From an optimization exercise on the open Yosys and OpenROAD flow, aimed at a short achievable clock period and few clock cycles; shortcuts taken in it are not production practice. Function was checked by simulation only, so behaviour that the tests miss may differ from the original. The clock port is modelled as an ideal driver, which makes a skipped or thinned clock tree look cheaper than it is; a real chip needs a root buffer or a tree. Power is estimated from default activity; no workload was simulated.

== job 101 ==
==> flow/design.v (excerpt) <==
module processor (
    input  logic  clock,
    input  logic  rst_n,
    output cpu_pkg::addr_t fetch_address,
    input  cpu_pkg::word_t instruction,
    output cpu_pkg::addr_t memory_address,
    output logic  memory_read,
    output logic  memory_write,
    output cpu_pkg::word_t memory_write_data,
    input  cpu_pkg::word_t memory_read_data
);
Size: roughly 9300 cells after synthesis, ~100000 um^2 of cells after synthesis.
export LEC_CHECK = 0
export CAP_MARGIN = 20
export CORE_MARGIN = 2
export CORE_UTILIZATION = 60
export PLACE_DENSITY = 0.7
export SLEW_MARGIN = 20
export SYNTH_HIERARCHICAL = 1
export SYNTH_MINIMUM_KEEP_SIZE = 0
create_clock -name core_clock -period 10.0 [get_ports {clock}]
standard.sh (not shown) runs the stock make flow with config.mk's settings and CLKGATE_MAP_FILE= SYNTH_SCRIPT=/design/flow/synth_recipe.tcl, a recipe that flattens the netlist after the stock synthesis.
==> flow/flow/run.sh <==
#!/bin/bash
# The standard ORFS layout (standard.sh), with these changes to how it works:
# - timing repair aims 7.3 ns below the 10 ns clock (SETUP_SLACK_MARGIN; the SDC
#   is unchanged, the margin only sets how far repair_timing goes);
# - the clock tree is built by flow/mycts.tcl (through the PRE_CTS_TCL hook):
#   four root buffers at the clock port, each driving four middle buffers,
#   each driving leaf buffers over balanced clusters of about 14 flip-flops,
#   instead of TritonCTS's tree.
set -uo pipefail
here=$(pwd)
export SETUP_SLACK_MARGIN=7.3
export PRE_CTS_TCL=$here/flow/pre_cts.tcl
export MYCTS_PER_LEAF=14
export MYCTS_NMID=16
bash standard.sh > make_flow.log 2>&1
Other scripts of this flow, unchanged in this note and not shown: flow/flow/mycts.tcl, flow/flow/pre_cts.tcl
In summary, job 101 completed successfully, with a layout that passed the timing, DRC and antenna checks.
Testbench counts of job 101, summed over its fixed seeds: cycles 34,950.
The following lists how job 102 was set up differently from job 101:
Settings: CORE_UTILIZATION: 60 -> 50; PLACE_DENSITY: 0.7 -> unset.
--- outcome ---
Compared job 102 vs job 101, and final non-filler cell area is up in job 102.
Worst setup slack: job 102 vs job 101 up 0.043 ns
| required time reported for the critical path endpoint | job 102 vs job 101 | 2.48 ns lower |
Via count, job 102 vs job 101: down by a few percent
From job 101 to job 102 the numbers moved as follows: hold slack rose by 0.040 ns, final wirelength rose by about 4.3%, final cell count rose by about 4.4%, internal power consumption rose by 0.72%.
In every run of this note, the design's own scripts or RTL, not TritonCTS, make the clock network.

---

processor, a different RTL version from the one above (not shown whole).
For scale: roughly 160 I/O pins, ~88000 um^2 of cells after synthesis.
Design processor, start of the top module:
module processor (
    input  logic  clock,
    input  logic  rst_n,
    output cpu_pkg::addr_t fetch_address,
    input  cpu_pkg::word_t instruction,
    output cpu_pkg::addr_t memory_address,
    output logic  memory_read,
    output logic  memory_write,
    output cpu_pkg::word_t memory_write_data,
    input  cpu_pkg::word_t memory_read_data
);
clock: 10.0 ns
lec_check: 0
cap_margin: 20
core_margin: 2
core_utilization: 50
slew_margin: 20
synth_hierarchical: 1
synth_minimum_keep_size: 0
==> flow/flow/run.sh <==
#!/bin/bash
# The standard ORFS layout (standard.sh), with timing repair aiming 7 ns
# below the 10 ns clock (SETUP_SLACK_MARGIN; the SDC is unchanged, the margin
# only sets how far repair_timing goes).
set -uo pipefail
export SETUP_SLACK_MARGIN=7.0
bash standard.sh > make_flow.log 2>&1
Testbench counts at the start, summed over its fixed seeds: cycles 34,950.
Change:
--- a/flow/flow/run.sh
+++ b/flow/flow/run.sh
@@ -4 +4,2 @@
-# only sets how far repair_timing goes).
+# only sets how far repair_timing goes), and clock tree sinks clustered in
+# groups of at most 30 within 80 um.
@@ -6,0 +8 @@
+export CTS_ARGS="-sink_clustering_enable -repair_clock_nets -sink_clustering_size 30 -sink_clustering_max_diameter 80"
Effect: The new run completed with no timing, DRC or antenna violations; wire length goes down by 0.71%; via count goes down by 0.99%; count of clock-buffer cells in the layout goes down by 130; worst hold slack improves by 0.0053 ns; total power goes down by 12%; cell area goes down by 2.0%; utilization goes down by 1.2 points.

---

processor, a different RTL version from the one above (not shown whole).
For scale: roughly 8400 cells after synthesis, roughly 160 I/O pins, ~94000 um2 of cells after synthesis.
clock: 10.0 ns
lec_check: 0
cap_margin: 20
core_margin: 2
core_utilization: 50
slew_margin: 20
synth_hierarchical: 1
synth_minimum_keep_size: 0
==> flow/flow/run.sh <==
#!/bin/bash
# The standard ORFS layout (standard.sh), with these changes to how it works:
# - timing repair aims 7 ns below the 10 ns clock (SETUP_SLACK_MARGIN; the SDC
#   is unchanged, the margin only sets how far repair_timing goes);
# - the clock tree is built by flow/mycts.tcl (through the PRE_CTS_TCL hook):
#   four root buffers at the clock port, each driving leaf buffers over
#   balanced clusters of about 18 flip-flops, instead of TritonCTS's deeper tree.
set -uo pipefail
here=$(pwd)
export SETUP_SLACK_MARGIN=7.0
export PRE_CTS_TCL=$here/flow/pre_cts.tcl
export MYCTS_PER_LEAF=18
bash standard.sh > make_flow.log 2>&1
==> flow/flow/pre_cts.tcl <==
# PRE_CTS hook: build the clock tree here (mycts.tcl), then make the flow's
# own clock_tree_synthesis call a no-op. The rest of the CTS step (placement
# legalisation, timing repair) runs as usual.
source [file join [file dirname [info script]] mycts.tcl]
set ::mycts_iters 0
mycts_build $::env(MYCTS_PER_LEAF) 4
set_propagated_clock [all_clocks]
rename clock_tree_synthesis ""
proc clock_tree_synthesis {args} { puts "clock_tree_synthesis skipped: tree built by mycts" }
Other scripts of this flow, unchanged in this note and not shown: flow/flow/mycts.tcl
Testbench counts at the start, summed over its fixed seeds: cycles 34,950.
Next try:
==> flow/flow/run.sh (replaced) <==
#!/bin/bash
# The standard ORFS layout (standard.sh), with these changes to how it works:
# - timing repair aims 7.5 ns below the 10 ns clock (SETUP_SLACK_MARGIN; the SDC
#   is unchanged, the margin only sets how far repair_timing goes);
# - the clock tree is built by flow/mycts.tcl (through the PRE_CTS_TCL hook):
#   four root buffers at the clock port, each driving four middle buffers,
#   each driving leaf buffers over balanced clusters of about 14 flip-flops,
#   instead of TritonCTS's tree.
set -uo pipefail
here=$(pwd)
export SETUP_SLACK_MARGIN=7.5
export PRE_CTS_TCL=$here/flow/pre_cts.tcl
export MYCTS_PER_LEAF=14
export MYCTS_NMID=16
bash standard.sh > make_flow.log 2>&1
--- a/flow/flow/pre_cts.tcl
+++ b/flow/flow/pre_cts.tcl
@@ -5,0 +6 @@
+set ::mycts_nmid $::env(MYCTS_NMID)
=> Clock skew is lower by 0.011 ns. Fmax is higher by 2.6%. Register-to-register slack improved by 0.18 ns. Synthesized cell count stays the same. First-iteration DRC count is lower by about 5%. Wire length is higher by 2.6%. Design area is higher by about 8%. Via count is higher by 3.3%. Core utilization is higher by 4.8 points. Cell count is higher by about 3.4%.
Next try:
--- a/flow/flow/run.sh
+++ b/flow/flow/run.sh
@@ -3 +3 @@
-# - timing repair aims 7.5 ns below the 10 ns clock (SETUP_SLACK_MARGIN; the SDC
+# - timing repair aims 6.8 ns below the 10 ns clock (SETUP_SLACK_MARGIN; the SDC
@@ -11 +11 @@
-export SETUP_SLACK_MARGIN=7.5
+export SETUP_SLACK_MARGIN=6.8
What happened: The changed run ran to the end with no violations; global-route usage is lower by 2.0 points; clock skew is higher by 0.0074 ns; cell count is lower by 4.5%; via count is lower by 4.5%; worst hold slack degrades by 0.055 ns; area after synthesis is unchanged; synthesized cell count is unchanged; clock power barely changes; worst setup slack degrades by 0.11 ns.
Next try:
--- a/flow/flow/run.sh
+++ b/flow/flow/run.sh
@@ -3 +3 @@
-# - timing repair aims 6.8 ns below the 10 ns clock (SETUP_SLACK_MARGIN; the SDC
+# - timing repair aims 7.3 ns below the 10 ns clock (SETUP_SLACK_MARGIN; the SDC
@@ -11 +11 @@
-export SETUP_SLACK_MARGIN=6.8
+export SETUP_SLACK_MARGIN=7.3
Effect:
- routed wire length rises by 6.9%
- setup slack improves by 0.12 ns
- synthesized area is unchanged
- via count rose by 4.6%
- cell area went up by 11%
- die area does not change
- hold slack improves by 0.040 ns
Next try:
--- a/flow/flow/run.sh
+++ b/flow/flow/run.sh
@@ -3 +3 @@
-# - timing repair aims 7.3 ns below the 10 ns clock (SETUP_SLACK_MARGIN; the SDC
+# - timing repair aims 7 ns below the 10 ns clock (SETUP_SLACK_MARGIN; the SDC
@@ -11 +11 @@
-export SETUP_SLACK_MARGIN=7.3
+export SETUP_SLACK_MARGIN=${MARGIN:-7.0}
Combinational power is lower by about 11%; global-route usage is lower by 1.5 points; routed wire length is lower by about 3%; final area is lower by 5.9%; total power is lower by 1.6%; core utilization is lower by 3.7 points; cell count is lower by about 2.3%; sequential power is about the same; setup slack got worse by 0.023 ns.
In every run of this note, the design's own scripts or RTL, not TritonCTS, make the clock network.

## afterwards: timing with drivers on the ports
The flow's constraints put no driver on any port. The routed layouts listed below were extracted and timed again, unchanged, in two steps.
Step 1 (the two cells are an assumption about what drives the block):
set clk [get_ports {clock}]
set_driving_cell -lib_cell sky130_fd_sc_hd__clkbuf_16 $clk
set_driving_cell -lib_cell sky130_fd_sc_hd__buf_2 [delete_from_list [all_inputs] $clk]
Step 2 also shifts input and output timing later by t, the mid clock arrival at the registers, as if the neighbouring blocks saw the same clock.
Slacks: ideal / step 1 / step 2; pairs: ideal / step 1.
run | t, ns | slack for setup (ns) | hold WS [ns]
job 101 | 0.814 | 6.767 / 6.644 / 6.148 | 0.238 / 0.238 / 0.238
job 102 | 0.846 | 6.810 / 6.598 / 6.140 | 0.278 / 0.278 / 0.278
the first run of note 2 | 0.930 | 6.629 / 6.542 / 5.981 | 0.363 / 0.363 / 0.363
the second run of note 2 | 0.882 | 6.699 / 6.603 / 5.966 | 0.369 / 0.369 / 0.369
the first run of note 3 | 0.845 | 6.738 / 6.592 / 6.243 | 0.315 / 0.315 / 0.315
the second run of note 3 | 0.784 | 6.821 / 6.697 / 6.104 | 0.312 / 0.312 / 0.312
the third run of note 3 | 0.779 | 6.707 / 6.641 / 6.080 | 0.257 / 0.258 / 0.258
the fourth run of note 3 | 0.780 | 6.829 / 6.686 / 6.183 | 0.298 / 0.298 / 0.298
the fifth run of note 3 | 0.787 | 6.806 / 6.680 / 6.239 | 0.293 / 0.294 / 0.294
After both steps setup and hold are still met in every run listed. For the second run of note 2, which loses most, drivers alone change the setup slack by -0.096 ns; drivers and shift together by -0.733 ns.
